From an optimization exercise on the open Yosys and OpenROAD flow, aimed at a short achievable clock period and few clock cycles; shortcuts taken in it are not production practice.
In this exercise RTL edits were held to simulation tests only and were not proved equivalent to the original.
Power and IR drop assume default switching activity.

<file path="design/flow/config.mk">
export PLATFORM = sky130hd
export DESIGN_NAME = arm_mc_core
export DESIGN_NICKNAME = arm_mc_core
export VERILOG_FILES = /design/flow/design.v
export SDC_FILE = /design/flow/constraint.sdc
export NUM_CORES = 4
export LEC_CHECK = 0
export CAP_MARGIN = 20
export CORE_MARGIN = 2
export CORE_UTILIZATION = 50
export SLEW_MARGIN = 20
export TNS_END_PERCENT = 25
</file>
<file path="design/flow/constraint.sdc">
create_clock -name core_clock -period 12.0 [get_ports {clk}]
set_input_delay 2.4000 -clock core_clock [delete_from_list [all_inputs] [get_ports {clk}]]
set_output_delay 2.4000 -clock core_clock [all_outputs]
set_load 0.01 [all_outputs]
</file>
<file path="design/flow/flow/run.sh">
#!/bin/bash
set -euo pipefail
here=$(pwd)
bash standard.sh SETUP_SLACK_MARGIN=8 \
   "BUFFER_PORTS_ARGS=-buffer_cell sky130_fd_sc_hd__buf_4" \
   FASTROUTE_TCL="$here/flow/fastroute.tcl" finish \
   > standard_flow.log 2>&1
</file>
<file path="design/flow/flow/fastroute.tcl">
# Global routing layers as the platform sets them, with more of each layer's
# capacity held back so that the global routes leave room for detailed routing.
set_global_routing_layer_adjustment met1 0.45
set_global_routing_layer_adjustment met2 0.35
set_global_routing_layer_adjustment met3-$::env(MAX_ROUTING_LAYER) 0.25

set_routing_layers -clock $::env(MIN_CLK_ROUTING_LAYER)-$::env(MAX_ROUTING_LAYER)
set_routing_layers -signal $::env(MIN_ROUTING_LAYER)-$::env(MAX_ROUTING_LAYER)
</file>
<file path="design/flow/design.v">
package arm_pkg;
   localparam logic [3:0] COND_EQ = 4'h0, COND_NE = 4'h1, COND_CS = 4'h2, COND_CC = 4'h3,
                          COND_MI = 4'h4, COND_PL = 4'h5, COND_VS = 4'h6, COND_VC = 4'h7,
                          COND_HI = 4'h8, COND_LS = 4'h9, COND_GE = 4'hA, COND_LT = 4'hB,
                          COND_GT = 4'hC, COND_LE = 4'hD, COND_AL = 4'hE, COND_NV = 4'hF;
   localparam logic [3:0] OP_AND = 4'h0, OP_EOR = 4'h1, OP_SUB = 4'h2, OP_RSB = 4'h3,
                          OP_ADD = 4'h4, OP_ADC = 4'h5, OP_SBC = 4'h6, OP_RSC = 4'h7,
                          OP_TST = 4'h8, OP_TEQ = 4'h9, OP_CMP = 4'hA, OP_CMN = 4'hB,
                          OP_ORR = 4'hC, OP_MOV = 4'hD, OP_BIC = 4'hE, OP_MVN = 4'hF;
   localparam logic [1:0] SH_LSL = 2'd0, SH_LSR = 2'd1, SH_ASR = 2'd2, SH_ROR = 2'd3;
   localparam logic [1:0] FETCH = 2'd0, EXEC = 2'd1, MEM = 2'd2, HALT = 2'd3;
   localparam int F_COND = 28;
   localparam int F_RN   = 16;
   localparam int F_RD   = 12;
   localparam int F_RM   = 0;
   localparam int B_I    = 25;
   localparam int B_P    = 24;
   localparam int B_U    = 23;
   localparam int B_B    = 22;
   localparam int B_W    = 21;
   localparam int B_L    = 20;
   localparam int B_S    = 20;
   localparam int B_LINK = 24;
   localparam int B_REGSH = 4;
endpackage
import arm_pkg::*;
module arm_add32
(
   input  logic [31:0] a,
   input  logic [31:0] b,
   input  logic        cin,
   output logic [31:0] sum,
   output logic        cout
);
   logic [32:0] g [0:6];
   logic [32:0] p [0:6];
   logic [32:0] c;
   always_comb begin
      g[0][0] = cin;
      p[0][0] = 1'b0;
      for (int i = 0; i < 32; i++) begin
         g[0][i+1] = a[i] & b[i];
         p[0][i+1] = a[i] ^ b[i];
      end
      for (int l = 0; l < 6; l++) begin
         for (int i = 0; i < 33; i++) begin
            if (i >= (1 << l)) begin
               g[l+1][i] = g[l][i] | (p[l][i] & g[l][i - (1 << l)]);
               p[l+1][i] = p[l][i] & p[l][i - (1 << l)];
            end else begin
               g[l+1][i] = g[l][i];
               p[l+1][i] = p[l][i];
            end
         end
      end
      c = g[6];                        
      for (int i = 0; i < 32; i++) sum[i] = p[0][i+1] ^ c[i];
      cout = c[32];
   end
endmodule
module arm_alu
(
   input  logic        arith,
   input  logic [2:0]  lop,
   input  logic [31:0] p,
   input  logic [31:0] q,
   input  logic        cin,
   input  logic        c_logic,
   input  logic        v_in,
   output logic [31:0] result,
   output logic [31:0] sum,
   output logic [3:0]  nzcv_out
);
   logic        cout;
   logic [31:0] lres;
   arm_add32 u_add (.a(p), .b(q), .cin(cin), .sum(sum), .cout(cout));
   always_comb begin
      case (lop)
         3'd0:    lres = p & q;
         3'd1:    lres = p ^ q;
         3'd2:    lres = p | q;
         3'd3:    lres = q;
         3'd4:    lres = p & ~q;
         default: lres = ~q;
      endcase
      result = arith ? sum : lres;
      nzcv_out[3] = result[31];
      if (arith) nzcv_out[2] = ((p ^ q) == {p[30:0] | q[30:0], cin});
      else       nzcv_out[2] = (lres == 32'd0);
      nzcv_out[1] = arith ? cout : c_logic;
      nzcv_out[0] = arith ? ((p[31] == q[31]) && (sum[31] != p[31])) : v_in;
   end
endmodule
import arm_pkg::*;
module arm_mc_core
#(
   parameter int          ARCH          = 32,
   parameter logic [31:0] RESET_PC      = 32'h0,
   parameter bit          HALT_ON_UNDEF = 1'b1
) (
   input  logic        clk,
   input  logic        reset_n,
   input  logic [31:0] inst,
   input  logic        inst_valid,
   output logic [31:0] pc,
   input  logic [31:0] inM,
   input  logic        mem_ready,
   output logic [31:0] outM,
   output logic        writeM,
   output logic        readM,
   output logic [31:0] addressM,
   output logic        halted
);
   function automatic logic cond_pass(input logic [3:0] cond, input logic [3:0] nzcv);
      logic n, z, c, v, r;
      {n, z, c, v} = nzcv;
      case (cond)
         COND_EQ: r = z;
         COND_NE: r = !z;
         COND_CS: r = c;
         COND_CC: r = !c;
         COND_MI: r = n;
         COND_PL: r = !n;
         COND_VS: r = v;
         COND_VC: r = !v;
         COND_HI: r = c && !z;
         COND_LS: r = !c || z;
         COND_GE: r = (n == v);
         COND_LT: r = (n != v);
         COND_GT: r = !z && (n == v);
         COND_LE: r = z || (n != v);
         COND_AL: r = 1'b1;
         default: r = 1'b0;
      endcase
      cond_pass = r;
   endfunction
   function automatic logic [15:0] onehot16(input logic [3:0] k);
      onehot16 = 16'd1 << k;
   endfunction
   if (ARCH != 32) begin : g_bad_arch
      $fatal(1, "arm_mc_core: ARCH must be 32");
   end
   logic [31:0] pc_q;
   logic [31:0] ir_q, ir_pc8_q;
   logic        ir_v_q;
   logic        ir_fp_q;                   
   logic [15:0] ir_rn_oh_q, ir_rm_oh_q;    
   logic [31:0] ir_imm_q;                  
   logic [4:0]  ir_k_q;
   logic [31:0] ir_mask_q;
   logic        ir_asr_q, ir_rrx_q, ir_lslc_q, ir_shkeep_q;
   logic        halted_q;
   logic        wait_pc_q;                 
   logic        fix_q;                     
   logic [31:0] fix_pc_q;
   logic [3:0]  nzcv_q;
   logic [31:0] regs_q [0:14];
   logic        e_v_q;
   logic [3:0]  e_cond_q;
   logic        e_dp_q, e_ls_q, e_pred_q, e_link_q, e_undef_q;
   logic        e_setfl_q, e_wr_q, e_wpc_q, e_ld_q, e_L_q, e_ldpc_q;
   logic [3:0]  e_rd_q;                    
   logic        e_arith_q;
   logic [2:0]  e_lop_q;
   logic [1:0]  e_cin_q;                   
   logic        e_invq_q;
   logic        e_shc_q, e_shkeep_q;
   logic [31:0] e_p_q, e_q_q, e_sd_q, e_target_q;
   logic        e_fpr_q, e_fqr_q, e_fsr_q;
   logic [31:0] r_q;
   logic        rd_q, wr_q, h_pc_q;
   logic [3:0]  h_rd_q;
   logic [31:0] addr_q, outm_q;
   logic        s_v_q, s_L_q, s_pc_q;
   logic [3:0]  s_rd_q;
   logic [31:0] s_addr_q, s_data_q;
   logic [31:0] last_st_q;                 
   logic h_v, h_done, h_ld, s_ld;
   assign h_v    = rd_q | wr_q;
   assign h_done = h_v & mem_ready;
   assign h_ld   = rd_q & !h_pc_q;
   assign s_ld   = s_v_q & s_L_q & !s_pc_q;
   logic [3:0]  d_cond, d_op, rn_idx, rd_idx, rm_idx;
   logic        d_dp, d_ls, d_br, d_undef, d_test, d_L, d_I, d_link;
   logic [31:0] rn_val, rm_val;
   assign d_cond = ir_q[F_COND +: 4];
   assign d_op   = ir_q[24:21];
   assign rn_idx = ir_q[F_RN +: 4];
   assign rd_idx = ir_q[F_RD +: 4];
   assign rm_idx = ir_q[F_RM +: 4];
   assign d_I    = ir_q[B_I];
   assign d_L    = ir_q[B_L];
   assign d_link = ir_q[B_LINK];
   always_comb begin
      rn_val = ir_rn_oh_q[15] ? ir_pc8_q : '0;
      rm_val = ir_rm_oh_q[15] ? ir_pc8_q : '0;
      for (int i = 0; i < 15; i++) begin
         rn_val = rn_val | (regs_q[i] & {32{ir_rn_oh_q[i]}});
         rm_val = rm_val | (regs_q[i] & {32{ir_rm_oh_q[i]}});
      end
   end
   assign d_dp    = (ir_q[27:26] == 2'b00) && (d_I || !ir_q[B_REGSH]);
   assign d_ls    = (ir_q[27:26] == 2'b01) && !d_I && ir_q[B_P] && !ir_q[B_B] && !ir_q[B_W];
   assign d_br    = (ir_q[27:25] == 3'b101);
   assign d_undef = (d_cond == COND_NV) || !(d_dp || d_ls || d_br);
   assign d_test  = (d_op[3:2] == 2'b10);
   logic [31:0] imm_rot, rot_val, y_val;
   logic        sh_c, sh_keep, sh_rrx;
   assign imm_rot = ir_imm_q;
   always_comb begin
      rot_val = rm_val;
      for (int b = 0; b < 5; b++)
         if (ir_k_q[b]) rot_val = (rot_val >> (1 << b)) | (rot_val << (32 - (1 << b)));
   end
   assign y_val   = (rot_val & ir_mask_q) | (imm_rot & {32{d_I}}) |
                    (~ir_mask_q & {32{ir_asr_q & rm_val[31]}}) | {ir_rrx_q & nzcv_q[1], 31'd0};
   assign sh_rrx  = ir_rrx_q;
   assign sh_keep = ir_shkeep_q;
   assign sh_c    = d_I ? imm_rot[31] : ir_lslc_q ? rot_val[0] : rot_val[31];
   logic d_arith, d_swap, d_invq, d_y_ident, d_uses_rn, d_uses_rm, d_uses_rd;
   logic [1:0] d_cin;
   logic [2:0] d_lop;
   always_comb begin
      d_arith = 1'b1;
      d_swap  = 1'b0;
      d_invq  = 1'b0;
      d_cin   = 2'd0;
      d_lop   = 3'd3;
      case (d_op)
         OP_AND, OP_TST: begin d_arith = 1'b0; d_lop = 3'd0; end
         OP_EOR, OP_TEQ: begin d_arith = 1'b0; d_lop = 3'd1; end
         OP_ORR:         begin d_arith = 1'b0; d_lop = 3'd2; end
         OP_MOV:         begin d_arith = 1'b0; d_lop = 3'd3; end
         OP_BIC:         begin d_arith = 1'b0; d_lop = 3'd4; end
         OP_MVN:         begin d_arith = 1'b0; d_lop = 3'd5; end
         OP_SUB, OP_CMP: begin d_invq = 1'b1; d_cin = 2'd1; end
         OP_RSB:         begin d_invq = 1'b1; d_swap = 1'b1; d_cin = 2'd1; end
         OP_ADD, OP_CMN: ;
         OP_ADC:         d_cin = 2'd2;
         OP_SBC:         begin d_invq = 1'b1; d_cin = 2'd2; end
         default:        begin d_invq = 1'b1; d_swap = 1'b1; d_cin = 2'd2; end   
      endcase
   end
   assign d_y_ident = !d_I && (ir_q[11:4] == 8'd0);
   assign d_uses_rn = (d_dp && d_op != OP_MOV && d_op != OP_MVN) || d_ls;
   assign d_uses_rm = d_dp && !d_I;
   assign d_uses_rd = d_ls && !d_L;
   logic       d_wreg;
   logic [3:0] d_wdst;
   assign d_wreg = (d_dp && !d_test && rd_idx != 4'd15) || (d_ls && d_L && rd_idx != 4'd15) ||
                   (d_br && d_link);
   assign d_wdst = d_br ? 4'd14 : rd_idx;
   logic e_wreg, e_ldreg;
   assign e_wreg  = e_v_q && (e_link_q || (e_dp_q && e_wr_q));
   assign e_ldreg = e_v_q && e_ld_q;
   function automatic logic ld_pending(input logic [3:0] k);
      ld_pending = (e_ldreg && e_rd_q == k) || (h_ld && h_rd_q == k) || (s_ld && s_rd_q == k);
   endfunction
   logic rn_hE, rn_hL, rm_hE, rm_hL, rs_hE, rs_hL;
   assign rn_hE = d_uses_rn && rn_idx != 4'd15 && e_wreg && e_rd_q == rn_idx;
   assign rn_hL = d_uses_rn && rn_idx != 4'd15 && ld_pending(rn_idx);
   assign rm_hE = d_uses_rm && rm_idx != 4'd15 && e_wreg && e_rd_q == rm_idx;
   assign rm_hL = d_uses_rm && rm_idx != 4'd15 && ld_pending(rm_idx);
   assign rs_hE = d_uses_rd && rd_idx != 4'd15 && e_wreg && e_rd_q == rd_idx;
   assign rs_hL = d_uses_rd && rd_idx != 4'd15 && ld_pending(rd_idx);
   logic e_setfl;
   assign e_setfl = e_v_q && e_dp_q && e_setfl_q;
   logic d_stall;
   always_comb begin
      d_stall = 1'b0;
      if (!d_undef) begin
         if (rn_hL || rm_hL || rs_hL) d_stall = 1'b1;
         if (rm_hE && !d_y_ident) d_stall = 1'b1;
         if (d_wreg && ld_pending(d_wdst)) d_stall = 1'b1;
         if (d_dp && sh_rrx && e_setfl) d_stall = 1'b1;    
      end
   end
   logic        d_pcw, d_ldpc, d_jmp, d_cond_ok, d_taken, d_redir;
   logic [31:0] d_link_val, d_target, d_jtarget, d_redir_tgt, d_rel;
   logic        d_rel_co;
   assign d_pcw  = d_dp && !d_test && rd_idx == 4'd15;
   assign d_ldpc = d_ls && d_L && rd_idx == 4'd15;
   always_comb begin
      d_jmp = 1'b0;
      if (!d_undef) begin
         if (d_br || d_ldpc) d_jmp = 1'b1;
         else if (d_pcw) begin
            if (d_I) d_jmp = (d_op == OP_MOV) ||
                             ((d_op == OP_ADD || d_op == OP_SUB) && rn_idx == 4'd15);
            else     d_jmp = (d_op == OP_MOV) && d_y_ident && !(rm_hE || rm_hL);
         end
      end
   end
   arm_add32 u_rel (.a(ir_pc8_q), .b(imm_rot ^ {32{d_op == OP_SUB}}), .cin(d_op == OP_SUB),
                    .sum(d_rel), .cout(d_rel_co));
   logic e_st_issue;
   always_comb begin
      if (d_ls)                d_jtarget = e_st_issue ? sd_eff : last_st_q;
      else if (!d_I)           d_jtarget = rm_val;
      else if (d_op == OP_MOV) d_jtarget = imm_rot;
      else                     d_jtarget = d_rel;
      d_jtarget[1:0] = 2'b00;
   end
   assign d_cond_ok   = cond_pass(d_cond, nzcv_q);
   assign d_taken     = d_jmp && (e_setfl || d_cond_ok);
   assign d_redir     = d_jmp && (ir_fp_q ? !(e_setfl || d_cond_ok) : (e_setfl || d_cond_ok));
   assign d_link_val  = ir_pc8_q - 32'd4;
   assign d_redir_tgt = ir_fp_q ? d_link_val : d_jtarget;
   assign d_target    = d_undef ? ir_pc8_q - 32'd8 : d_link_val;
   logic [31:0] d_p, d_q;
   always_comb begin
      d_p = rn_val;
      d_q = y_val;
      if (d_ls) begin
         d_q = {20'd0, ir_q[11:0]} ^ {32{!ir_q[B_U]}};
      end else if (d_br) begin
         d_q = d_link_val;
      end else if (d_swap) begin
         d_p = y_val;
         d_q = ~rn_val;
      end else if (d_invq) begin
         d_q = ~y_val;
      end
   end
   logic [31:0] p_eff, q_eff, sd_eff;
   assign p_eff  = e_fpr_q ? r_q : e_p_q;
   assign q_eff  = e_fqr_q ? (r_q ^ {32{e_invq_q}}) : e_q_q;
   assign sd_eff = e_fsr_q ? r_q : e_sd_q;
   logic        e_cin, e_clog;
   logic [31:0] e_res, e_sum;
   logic [3:0]  e_nzcv;
   assign e_cin  = (e_cin_q == 2'd0) ? 1'b0 : (e_cin_q == 2'd1) ? 1'b1 : nzcv_q[1];
   assign e_clog = e_shkeep_q ? nzcv_q[1] : e_shc_q;
   arm_alu u_alu (
      .arith    (e_arith_q),
      .lop      (e_lop_q),
      .p        (p_eff),
      .q        (q_eff),
      .cin      (e_cin),
      .c_logic  (e_clog),
      .v_in     (nzcv_q[0]),
      .result   (e_res),
      .sum      (e_sum),
      .nzcv_out (e_nzcv)
   );
   logic e_cp, e_hold, e_halt, e_redirect, e_issue, e_ldpc, e_write;
   logic [31:0] e_pc_tgt;
   logic [3:0]  nzcv_d;
   always_comb begin
      e_cp       = cond_pass(e_cond_q, nzcv_q);
      e_hold     = 1'b0;
      e_halt     = 1'b0;
      e_redirect = 1'b0;
      e_issue    = 1'b0;
      e_ldpc     = 1'b0;
      e_write    = 1'b0;
      e_pc_tgt   = e_target_q;
      nzcv_d     = nzcv_q;
      if (e_v_q && wait_pc_q) begin
         e_hold = 1'b1;             
      end else if (e_v_q) begin
         if (e_undef_q) begin
            if (h_v || s_v_q) e_hold = 1'b1;
            else              e_halt = HALT_ON_UNDEF;
         end else if (e_cp) begin
            if (e_dp_q) begin
               if (e_setfl_q) nzcv_d = e_nzcv;
               e_write = e_wr_q;
               if (e_wpc_q && !e_pred_q) begin
                  e_redirect = 1'b1;
                  e_pc_tgt   = {e_res[31:2], 2'b00};
               end
            end else if (e_ls_q) begin
               if (!s_v_q) begin
                  e_issue = 1'b1;
                  e_ldpc  = e_ldpc_q && !e_pred_q;
               end else begin
                  e_hold = 1'b1;
               end
            end else begin
               e_write = e_link_q;
            end
         end else if (e_pred_q) begin
            e_redirect = 1'b1;        
         end
      end
   end
   assign e_st_issue = e_v_q && !wait_pc_q && e_ls_q && !e_L_q && e_cp && !s_v_q;
   logic        f_isb, f_isrel, f_sub, f_jmp, f_co;
   logic [31:0] f_pc8, f_tgt, f_off;
   assign f_pc8   = pc_q + 32'd8;
   assign f_isb   = (inst[27:25] == 3'b101) && (inst[31:28] != COND_NV);
   assign f_isrel = (inst[27:25] == 3'b001) && (inst[24:21] == OP_ADD || inst[24:21] == OP_SUB) &&
                    (inst[19:16] == 4'd15) && (inst[15:12] == 4'd15) && (inst[11:8] == 4'd0) &&
                    (inst[31:28] != COND_NV);
   assign f_sub   = !inst[23];                
   logic f_isret, f_r14_busy, f_ret;
   assign f_isret    = (inst[27:21] == 7'b0001101) && (inst[15:12] == 4'd15) &&
                       (inst[11:0] == 12'h00E) && (inst[31:28] != COND_NV);
   assign f_r14_busy = (ir_v_q && d_wreg && d_wdst == 4'd14) ||
                       ((e_wreg || e_ldreg) && e_rd_q == 4'd14) ||
                       (h_ld && h_rd_q == 4'd14) || (s_ld && s_rd_q == 4'd14);
   assign f_ret      = f_isret && !f_r14_busy;
   assign f_jmp   = f_isb || f_isrel || f_ret;
   assign f_off   = {{6{inst[23]}}, inst[23:0], 2'b00};
   logic [4:0]  f_k;
   logic [31:0] f_mask;
   always_comb begin
      f_k    = inst[11:7];
      f_mask = '1;
      case (inst[6:5])
         SH_LSL: begin
            f_k = 5'd0 - inst[11:7];
            for (int i = 0; i < 32; i++) f_mask[i] = (i >= int'(inst[11:7]));
         end
         SH_LSR, SH_ASR: begin
            for (int i = 0; i < 32; i++) f_mask[i] = (i + int'(inst[11:7]) <= 31) && (inst[11:7] != 5'd0);
         end
         default: begin
            if (inst[11:7] == 5'd0) begin
               f_k    = 5'd1;
               f_mask = 32'h7FFF_FFFF;
            end
         end
      endcase
      if (inst[B_I]) f_mask = '0;
   end
   logic [31:0] f_imm;
   assign f_imm = ({24'd0, inst[7:0]} >> {inst[11:8], 1'b0}) |
                  ({24'd0, inst[7:0]} << (6'd32 - {1'b0, inst[11:8], 1'b0}));
   logic [31:0] f_btgt, f_atgt, f_stgt;
   arm_add32 u_ftgt (.a(f_pc8), .b(f_off), .cin(1'b0), .sum(f_btgt), .cout(f_co));
   logic        f_aco, f_sco;
   arm_add32 u_fadd (.a(f_pc8), .b({24'd0, inst[7:0]}), .cin(1'b0), .sum(f_atgt), .cout(f_aco));
   arm_add32 u_fsub (.a(f_pc8), .b(~{24'd0, inst[7:0]}), .cin(1'b1), .sum(f_stgt), .cout(f_sco));
   assign f_tgt  = inst[27] ? f_btgt : f_sub ? f_stgt : f_atgt;
   logic squash, d_go, ir_take;
   assign squash  = e_halt || e_redirect || e_ldpc || fix_q;
   assign d_go    = ir_v_q && !e_hold && !d_stall && !squash;
   assign ir_take = !halted_q && !squash && !(d_go && d_redir) && (!ir_v_q || d_go);
   logic h_pcld_done;
   assign h_pcld_done = h_done && h_pc_q;
   logic        s_halt, s_er, s_eld, s_fix, s_dr, s_fetch, s_hold;
   logic        sf_b, sf_a, sf_s, sf_r, sf_4;
   logic [31:0] pc_d;
   always_comb begin
      s_halt  = e_halt;
      s_er    = e_redirect;
      s_eld   = e_ldpc;
      s_fix   = fix_q;
      s_dr    = d_go && d_redir;
      s_fetch = ir_take && inst_valid;
      s_hold  = !(s_halt || s_er || s_eld || s_fix || s_dr || s_fetch);
      sf_r    = s_fetch && f_ret;
      sf_b    = s_fetch && !f_ret && f_isb;
      sf_a    = s_fetch && !f_ret && f_isrel && !f_sub;
      sf_s    = s_fetch && !f_ret && f_isrel && f_sub;
      sf_4    = s_fetch && !f_ret && !f_jmp;
      pc_d = ({32{s_halt}} & e_target_q) |
             ({32{s_er}}   & e_pc_tgt) |
             ({32{s_eld}}  & {last_st_q[31:2], 2'b00}) |
             ({32{s_fix}}  & fix_pc_q) |
             ({32{s_dr}}   & d_redir_tgt) |
             ({32{sf_r}}   & {regs_q[14][31:2], 2'b00}) |
             ({32{sf_b}}   & {f_btgt[31:2], 2'b00}) |
             ({32{sf_a}}   & {f_atgt[31:2], 2'b00}) |
             ({32{sf_s}}   & {f_stgt[31:2], 2'b00}) |
             ({32{sf_4}}   & (pc_q + 32'd4)) |
             ({32{s_hold}} & pc_q);
   end
   always_ff @(posedge clk or negedge reset_n) begin
      if (!reset_n) begin
         pc_q       <= RESET_PC;
         ir_q       <= '0;
         ir_v_q     <= 1'b0;
         ir_fp_q    <= 1'b0;
         ir_pc8_q   <= '0;
         ir_rn_oh_q <= '0;
         ir_rm_oh_q <= '0;
         ir_imm_q   <= '0;
         ir_k_q     <= '0;
         ir_mask_q  <= '0;
         ir_asr_q   <= 1'b0;
         ir_rrx_q   <= 1'b0;
         ir_lslc_q  <= 1'b0;
         ir_shkeep_q <= 1'b0;
         halted_q   <= 1'b0;
         wait_pc_q  <= 1'b0;
         fix_q      <= 1'b0;
         fix_pc_q   <= '0;
         nzcv_q     <= '0;
      end else begin
         nzcv_q <= nzcv_d;
         pc_q   <= pc_d;
         if (h_pcld_done) fix_pc_q <= {inM[31:2], 2'b00};
         if (e_issue && e_ldpc_q) begin
            wait_pc_q <= 1'b1;
         end else if (h_pcld_done) begin
            if (inM[31:2] == last_st_q[31:2]) wait_pc_q <= 1'b0;
            else                              fix_q     <= 1'b1;
         end else if (fix_q) begin
            fix_q     <= 1'b0;
            wait_pc_q <= 1'b0;
         end
         if (e_halt) begin
            halted_q <= 1'b1;
            ir_v_q   <= 1'b0;
         end else if (e_redirect) begin
            ir_v_q <= 1'b0;
         end else if (e_ldpc) begin
            ir_v_q <= 1'b0;
         end else if (fix_q) begin
            ir_v_q <= 1'b0;
         end else if (d_go && d_redir) begin
            ir_v_q <= 1'b0;
         end else if (ir_take) begin
            ir_v_q <= inst_valid;
            if (inst_valid) begin
               ir_q       <= inst;
               ir_pc8_q   <= f_pc8;
               ir_fp_q    <= f_jmp;
               ir_rn_oh_q <= onehot16(inst[F_RN +: 4]);
               ir_rm_oh_q <= onehot16((inst[27:26] == 2'b01 && !inst[B_L]) ? inst[F_RD +: 4]
                                                                            : inst[F_RM +: 4]);
               ir_imm_q   <= f_imm;
               ir_k_q     <= f_k;
               ir_mask_q  <= f_mask;
               ir_asr_q   <= !inst[B_I] && inst[6:5] == SH_ASR;
               ir_rrx_q   <= !inst[B_I] && inst[6:5] == SH_ROR && inst[11:7] == 5'd0;
               ir_lslc_q  <= inst[6:5] == SH_LSL;
               ir_shkeep_q <= inst[B_I] ? (inst[11:8] == 4'd0)
                                        : (inst[6:5] == SH_LSL && inst[11:7] == 5'd0);
            end
         end else if (d_go) begin
            ir_v_q <= 1'b0;
         end
      end
   end
   always_ff @(posedge clk or negedge reset_n) begin
      if (!reset_n) begin
         e_v_q      <= 1'b0;
         e_cond_q   <= '0;
         e_dp_q     <= 1'b0;
         e_ls_q     <= 1'b0;
         e_pred_q   <= 1'b0;
         e_link_q   <= 1'b0;
         e_undef_q  <= 1'b0;
         e_setfl_q  <= 1'b0;
         e_wr_q     <= 1'b0;
         e_wpc_q    <= 1'b0;
         e_ld_q     <= 1'b0;
         e_L_q      <= 1'b0;
         e_ldpc_q   <= 1'b0;
         e_rd_q     <= '0;
         e_arith_q  <= 1'b0;
         e_lop_q    <= '0;
         e_cin_q    <= '0;
         e_invq_q   <= 1'b0;
         e_shc_q    <= 1'b0;
         e_shkeep_q <= 1'b0;
         e_p_q      <= '0;
         e_q_q      <= '0;
         e_sd_q     <= '0;
         e_target_q <= '0;
         e_fpr_q    <= 1'b0;
         e_fqr_q    <= 1'b0;
         e_fsr_q    <= 1'b0;
      end else if (fix_q) begin
         e_v_q      <= 1'b0;
      end else if (e_hold) begin
         e_p_q   <= p_eff;
         e_q_q   <= q_eff;
         e_sd_q  <= sd_eff;
         e_fpr_q <= 1'b0;
         e_fqr_q <= 1'b0;
         e_fsr_q <= 1'b0;
      end else begin
         e_v_q      <= d_go;
         e_cond_q   <= d_cond;
         e_dp_q     <= d_dp && !d_undef;
         e_ls_q     <= d_ls && !d_undef;
         e_pred_q   <= d_taken;
         e_link_q   <= d_br && !d_undef && d_link;
         e_undef_q  <= d_undef;
         e_setfl_q  <= ir_q[B_S] || d_test;
         e_wr_q     <= !d_test && rd_idx != 4'd15;
         e_wpc_q    <= !d_test && rd_idx == 4'd15;
         e_ld_q     <= d_ls && d_L && rd_idx != 4'd15 && !d_undef;
         e_L_q      <= d_L;
         e_ldpc_q   <= d_L && rd_idx == 4'd15;
         e_rd_q     <= d_wdst;
         e_arith_q  <= d_ls || (d_dp && d_arith);
         e_lop_q    <= d_br ? 3'd3 : d_lop;
         e_cin_q    <= d_ls ? {1'b0, !ir_q[B_U]} : d_cin;
         e_invq_q   <= d_invq;
         e_shc_q    <= sh_c;
         e_shkeep_q <= sh_keep;
         e_p_q      <= d_p;
         e_q_q      <= d_q;
         e_sd_q     <= rm_val;
         e_target_q <= d_target;
         e_fpr_q    <= e_write && (d_swap ? (d_dp && rm_hE && d_y_ident) : rn_hE);
         e_fqr_q    <= e_write && d_dp && (d_swap ? rn_hE : (rm_hE && d_y_ident));
         e_fsr_q    <= e_write && rs_hE;
      end
   end
   always_ff @(posedge clk or negedge reset_n) begin
      if (!reset_n) begin
         r_q       <= '0;
      end else begin
         r_q       <= e_res;
      end
   end
   always_ff @(posedge clk or negedge reset_n) begin
      if (!reset_n) begin
         rd_q      <= 1'b0;
         wr_q      <= 1'b0;
         h_pc_q    <= 1'b0;
         h_rd_q    <= '0;
         addr_q    <= '0;
         outm_q    <= '0;
         s_v_q     <= 1'b0;
         s_L_q     <= 1'b0;
         s_pc_q    <= 1'b0;
         s_rd_q    <= '0;
         s_addr_q  <= '0;
         s_data_q  <= '0;
         last_st_q <= '0;
      end else begin
         if (e_issue && !e_L_q) last_st_q <= sd_eff;
         if (!h_v || mem_ready) begin
            if (s_v_q) begin
               rd_q   <= s_L_q;
               wr_q   <= !s_L_q;
               h_pc_q <= s_pc_q;
               h_rd_q <= s_rd_q;
               addr_q <= s_addr_q;
               if (!s_L_q) outm_q <= s_data_q;
            end else begin
               rd_q   <= e_issue && e_L_q;
               wr_q   <= e_issue && !e_L_q;
               h_pc_q <= e_ldpc_q;
               h_rd_q <= e_rd_q;
               addr_q <= e_sum;
               if (e_issue && !e_L_q) outm_q <= sd_eff;
            end
            s_v_q <= s_v_q && e_issue;
         end else begin
            s_v_q <= s_v_q || e_issue;
         end
         if (e_issue) begin
            s_L_q    <= e_L_q;
            s_pc_q   <= e_ldpc_q;
            s_rd_q   <= e_rd_q;
            s_addr_q <= e_sum;
            s_data_q <= sd_eff;
         end
      end
   end
   always_ff @(posedge clk or negedge reset_n) begin
      if (!reset_n) begin
         for (int i = 0; i < 15; i++) regs_q[i] <= '0;
      end else begin
         for (int i = 0; i < 15; i++) begin
            if (e_write && e_rd_q == 4'(i))
               regs_q[i] <= e_res;
            else if (h_done && h_ld && h_rd_q == 4'(i))
               regs_q[i] <= inM;
         end
      end
   end
   assign pc       = pc_q;
   assign readM    = rd_q;
   assign writeM   = wr_q;
   assign addressM = addr_q;
   assign outM     = outm_q;
   assign halted   = halted_q;
endmodule
</file>
<file path="design/flow/standard.sh">
#!/bin/bash
# synth_recipe.tcl (not shown) runs the flow's synth.tcl, then flattens the netlist and writes it again
# the make line also repeats each setting of config.mk as NAME=value (left out here)
make -C /OpenROAD-flow-scripts/flow DESIGN_CONFIG=/design/flow/config.mk WORK_HOME=/design/flow/orfs CLKGATE_MAP_FILE= SYNTH_SCRIPT=/design/flow/synth_recipe.tcl "${@:-finish}"
</file>
==> results of run 1 <==
[worst max-delay path by stage]
stage                               to  depth (start not counted)
floorplan           pc_q[31]$_DFF_PN0_                         14
CTS                 pc_q[30]$_DFF_PN0_                         16
detailed placement  pc_q[30]$_DFF_PN0_                         13
global placement    pc_q[30]$_DFF_PN0_                         13
[power groups by stage]
| stage | Clock [mW] | Combinational [mW] | Sequential, mW |
|---|---|---|---|
| 3_3_place_gp | 0 | 8.73 | 4.59 |
| 3_5_place_dp | 0 | 8.73 | 4.59 |
| 2_1_floorplan | 0 | 4.82 | 4.24 |
| 4_1_cts | 4.29 | 9.44 | 4.51 |
[what timing repair did]
action                                 in CTS
hold buffers                                0
resized for setup                         605
cloned                                     25
buffers inserted                          207
pin swaps                                 146
endpoints found under the hold margin       0
setup endpoints to repair                 957
[through the flow]
step	hold WS (ns)	instances	util (%)	cell area [sq um]	total power, mW
floorplan	0.441	8986	-	75800	9.06
global placement	0.455	10614	52.7	78900	13.3
detailed placement	0.462	10616	52.8	78900	13.3
CTS	0.476	11087	59.1	88500	18.2
[cells in the mapped netlist, types with 85 or more instances]
cell type	n	share of area [%]
xnor2_1	253	2.9
clkbuf_1	712	3.6
mux2i_1	637	8.5
buf_1	92	0.46
nand4_1	85	0.71
o31ai_1	102	1.0
nand2_1	1374	6.9
nor3_1	120	0.80
nor2_1	658	3.3
a22oi_1	328	3.3
dfrtp_1	1084	36
xor2_1	148	1.7
o21ai_0	840	5.6
ha_1	166	2.8
a21oi_1	608	4.0
a221oi_1	157	1.8
inv_1	155	0.77
nand3_1	178	1.2
a22o_1	110	1.3
[routing by layer]
layer / track usage, % / GRT overflow
met5: 41.2 / 5
met4: 64.2 / 0
met3: 60.5 / 0
met2: 84.6 / 0
met1: 77.7 / 0
[cell families after synthesis]
| logic type | synth area share [%] |
|---|---|
| buffers and inverters | 5.13 |
| AND/OR/NAND/NOR | 16.6 |
| adder cells (fa/ha/maj) | 2.79 |
| flip-flops | 36.0 |
| XOR/XNOR | 4.67 |
| AO/OA/AOI/OAI | 23.5 |
| multiplexers | 11.2 |
==> impl_metrics.json, run 1 <==
{
  "status": "did not finish",
  "grt_overflow_total": 5,
  "gp_congestion": 1.14,
  "haltStage": "global routing",
  "syn_area_per_cell_sq_um": 8.37,
  "cts_buffers": 130,
  "die_w_um": 392,
  "cts.sinks": 1084,
  "ys_ff_latch": 1084,
  "clockBufferDepth": 3,
  "dp_slack_ns": 5.71,
  "die_h_um": 392,
  "async_reset_ff_share_pct": 100,
  "stop_error": "[ERROR GRT-0232] Routing congestion too high. Check the congestion heatmap in the GUI.",
  "ys.flop_type": "dfrtp_1",
  "synth_fp_nets": 9221,
  "num_rows": 142,
  "ys_types": 95,
  "clockRootBuffer": "clkbuf_16",
  "ios": 167,
  "floorplan.initialDensity_pct": 50.3,
  "io_buffers": 166,
  "netlist_area_sq_um": 75300,
  "yosys_warnings": 6,
  "grt_max_degree": 171,
  "synth_edf_count": 0,
  "synthCells": 8986,
  "synth-seq-area-share_pct": 36.0,
  "hpwlAfterDp_um": 288000,
  "htreeDepth": 4,
  "grt.total_usage_pct": 72.1
}
Testbench counts, summed over its fixed seeds: cycles 23,221.
==> run 2: changes to the inputs <==
--- a/design/flow/config.mk
+++ b/design/flow/config.mk
@@ -7,6 +7,6 @@
 export LEC_CHECK = 0
-export CAP_MARGIN = 20
+export CAP_MARGIN = 30
 export CORE_MARGIN = 2
-export CORE_UTILIZATION = 50
-export SLEW_MARGIN = 20
-export TNS_END_PERCENT = 25
+export CORE_UTILIZATION = 45
+export SLEW_MARGIN = 30
+export TNS_END_PERCENT = 10
==> run 2 against run 1 <==
Now fails the layout checks on max-capacitance violations, max-slew violations. Area after synthesis did not move. Synthesized cell count did not move.
==> impl_metrics.json, run 2 <==
{
  "status": "failed layout checks",
  "check.faults": "max-capacitance violations, max-slew violations",
  "synth_edf_count": 0,
  "hpwlAfterDp_um": 299000,
  "cts_buffers": 133,
  "critPathLaunchType": "register",
  "num_vias": 80245,
  "synth_common_cells": "1374 x nand2_1, 1084 x dfrtp_1, 840 x o21ai_0, 712 x clkbuf_1, 658 x nor2_1",
  "crit_end": "pc_q[7]$_DFF_PN0_",
  "fin_crit_sh_pct": 39.2,
  "fin_ws_ns": 7.29,
  "irDropWorstVdd_mv": 0.167,
  "die_area_sq_um": 171000,
  "post_dp_cell_area_sq_um": 79300,
  "cp_max_fo": 9,
  "crit_arrival_ns": 5.49,
  "hold_viol": 0,
  "grt_pass1_vias": 77059,
  "comb_power_share_pct": 55.5,
  "p_int_mw": 10.3,
  "p_sw_mw": 9.92,
  "startpoint": "ir_q[21]$_DFFE_PN0P_",
  "worstMarginPinSlew_ns": 1.74,
  "regMostFlops": "regs_q",
  "syn_area_per_cell_sq_um": 8.37,
  "htreeDepth": 4,
  "final_layout_size_suffix_gt1_share_pct": 21.6,
  "yosys_warnings": 6,
  "layout_common_cells": "1338 x nand2_1, 1026 x dfrtp_1, 780 x o21ai_0",
  "crit_required_ns": 12.78,
  "fin_nets": 9412,
  "clockRootBuffer": "clkbuf_16",
  "yosysMostFrequentCell": "nand2_1",
  "clock_skew_ns": 0.0441,
  "io_buffers": 166,
  "timing.final.crit_period_ns": 4.71,
  "dp_slack_ns": 5.96,
  "fillers": 14959,
  "p_sw_share_pct": 49.2,
  "clockBufferDepth": 3,
  "firstDrtPassIters": 7,
  "ant_nets": 0,
  "clock_latency_ns": 0.86,
  "grt_pass1_wl_um": 607000,
  "final_common_cell": "nand2_1",
  "r2r_cells": 15,
  "clk_pin_slew_ns": 0.06,
  "whs_path_depth": 2,
  "slew_headroom_pct": -15.9,
  "design_area_sq_um": 93100,
  "cts_tree": "yes",
  "synth_top_area_share_pct": 36.0,
  "synth_area_leaders": "dfrtp_1 36%, mux2i_1 8.5%, nand2_1 6.9%, o21ai_0 5.6%, a21oi_1 4.0%",
  "num_rows": 150,
  "power.density_nw_per_um2": 217,
  "maxCapViolCount": 2,
  "grt_max_degree": 169,
  "viasPerCell": 6.95,
  "finalSetupTns_ns": 0,
  "die_h_um": 413,
  "power_leakage_nw": 37.2,
  "power_frac_seq_pct": 23.2,
  "clkPwrFrac_pct": 21.3,
  "floorplan.initialDensity_pct": 45.2,
  "timing.fmax_mhz": 212,
  "grt_overflow_total": 0,
  "drv_slew": 11,
  "synthCells": 8986,
  "ys_types": 95,
  "synth_fp_nets": 9221,
  "r2r_slack_ns": 7.29,
  "gp_congestion": 1.11,
  "setup_violations": 0,
  "rsz0062_at_grt": "yes",
  "grt_antenna_before_repair": 66,
  "async_reset_ff_share_pct": 100,
  "coreArea_sq_um": 167000,
  "drtIter0Drc": 7753,
  "ys_ff_latch": 1084,
  "synth-seq-area-share_pct": 36.0,
  "largest_reg_flops": 480,
  "wirelength_um": 462000,
  "ios": 167,
  "ctsHoldBuffers": 0,
  "worstSetupEndpointType": "register",
  "wl_per_cell_um": 40.0,
  "remaining_drc_errors": 0,
  "ys.flop_type": "dfrtp_1",
  "cts.sinks": 1084,
  "area_growth_pct": 23.7,
  "netlist_area_sq_um": 75300,
  "grt.total_usage_pct": 63.5,
  "r2r_start": "ir_q[21]$_DFFE_PN0P_",
  "die_w_um": 413,
  "r2r_end": "pc_q[7]$_DFF_PN0_",
  "crit_type": "reg2reg",
  "worstHoldPathType": "reg2reg",
  "synth_top_area_cell": "dfrtp_1"
}
## run 2: cell families (layout without fill, tap and decap cells)
kind of cell    after synthesis  count (layout)  synth area share [%]
xor+xnor                    401             401                  4.67
simple gates               2817            2826                  16.6
mux                         765             768                  11.2
other cells                   0              56                     0
compound gates             2746            2749                  23.5
fa+ha+maj                   167             167                  2.79
flops                      1084            1084                  36.0
buf+inv                    1006            1290                  5.13
## run 2: worst min path at each step
stage,endpoint,startpoint
6_report,s_addr_q[6]$_DFFE_PN0P_,s_addr_q[6]$_DFFE_PN0P_
2_1_floorplan,e_wr_q$_DFFE_PN0P_,e_wr_q$_DFFE_PN0P_
3_5_place_dp,s_addr_q[30]$_DFFE_PN0P_,s_addr_q[30]$_DFFE_PN0P_
5_1_grt,e_sd_q[3]$_DFFE_PN0N_,e_sd_q[3]$_DFFE_PN0N_
4_1_cts,s_addr_q[30]$_DFFE_PN0P_,s_addr_q[30]$_DFFE_PN0P_
3_3_place_gp,e_wr_q$_DFFE_PN0P_,e_wr_q$_DFFE_PN0P_
## run 2: through the flow
step	hold slack, ns	power [mW]	cells	util [%]
6_report	0.475	20.2	11545	55.9
5_1_grt	0.496	20.5	11518	55.8
4_1_cts	0.476	18.1	11161	51.8
3_5_place_dp	0.462	13.5	10803	47.6
3_3_place_gp	0.453	13.4	10788	47.4
2_1_floorplan	0.441	9.06	8986	-
## run 2: power groups by stage
stage                     Clock, mW  Combinational, mW  Sequential, mW
final                          4.30               11.2            4.68
after global routing           4.45               11.3            4.68
after CTS                      4.30               9.21            4.62
after detailed placement          0               8.75            4.71
after global placement            0               8.72            4.71
after floorplan                   0               4.81            4.24
## run 2: worst max-delay path: stages, from the launching register on
cell,delay (ns)
dfrtp_2,0.40
or4b_4,0.58
buf_12,0.18
xnor2_1,0.13
ha_1,0.35
a31o_2,0.23
a221o_1,0.41
o211a_4,0.31
xnor2_1,0.12
a211oi_1,0.48
a21oi_1,0.08
a21oi_1,0.19
nor2_1,0.09
a211oi_1,0.88
a211oi_1,0.12
nand3_1,0.13
## run 2: area by class of cell
cell class,count,area (sq um),share of cell area (%)
clock buffers,184,3820,4.11
diodes,56,140,0.150
well taps,2204,2760,2.96
repair inverters,1,5.00,0.00537
repair buffers,883,8920,9.58
flip-flops and latches,1084,27200,29.2
inverters,163,659,0.708
multi-input cells,6911,48900,52.5
clock inverters,59,711,0.763
## run 2: layer usage
metal / up-vias / global-route usage [%] / wire (um) / share of wire [%]
met5: - / 17.3 / 5030 / 1.1
met1: 37939 / 72.9 / 148000 / 32
met4: 124 / 54.9 / 55800 / 12
met3: 2551 / 49.1 / 86500 / 19
met2: 6502 / 76.8 / 166000 / 36
li1: 33129 / - / - / -
## run 2: timing repair
action,4_1_cts,5_1_grt
gates resized for setup,292,743
cloned,12,42
setup buffers,103,276
pin swaps,51,219
setup endpoints to repair,900,1074

re-timing with driven ports:
In the flow no input, the clock included, has a driving cell. The finished layout below was timed again as built, in two steps. Step 1 (the two cells are an assumption about what drives the block):
set clk [get_ports {clk}]
set_driving_cell -lib_cell sky130_fd_sc_hd__clkbuf_16 $clk
set_driving_cell -lib_cell sky130_fd_sc_hd__buf_2 [delete_from_list [all_inputs] $clk]
Step 2, shift: input delay + t, output delay - t, t = (earliest + latest rising clock arrival at the registers) / 2. This alone moves slack from input paths to output paths. Three values: ideal, step 1, step 2; two values: the first two.
run: run 2
t, ns: 0.934
slack for setup (ns): 7.292 / 7.292 / 6.564
latest minus earliest clock arrival (ns): 0.048 / 0.048
worst data-port slew with drivers (ns): 0.21
pins driven straight from the clock port: 1
The setup slack of run 2 moves by 0.000 ns with the drivers and by -0.728 ns with both steps.
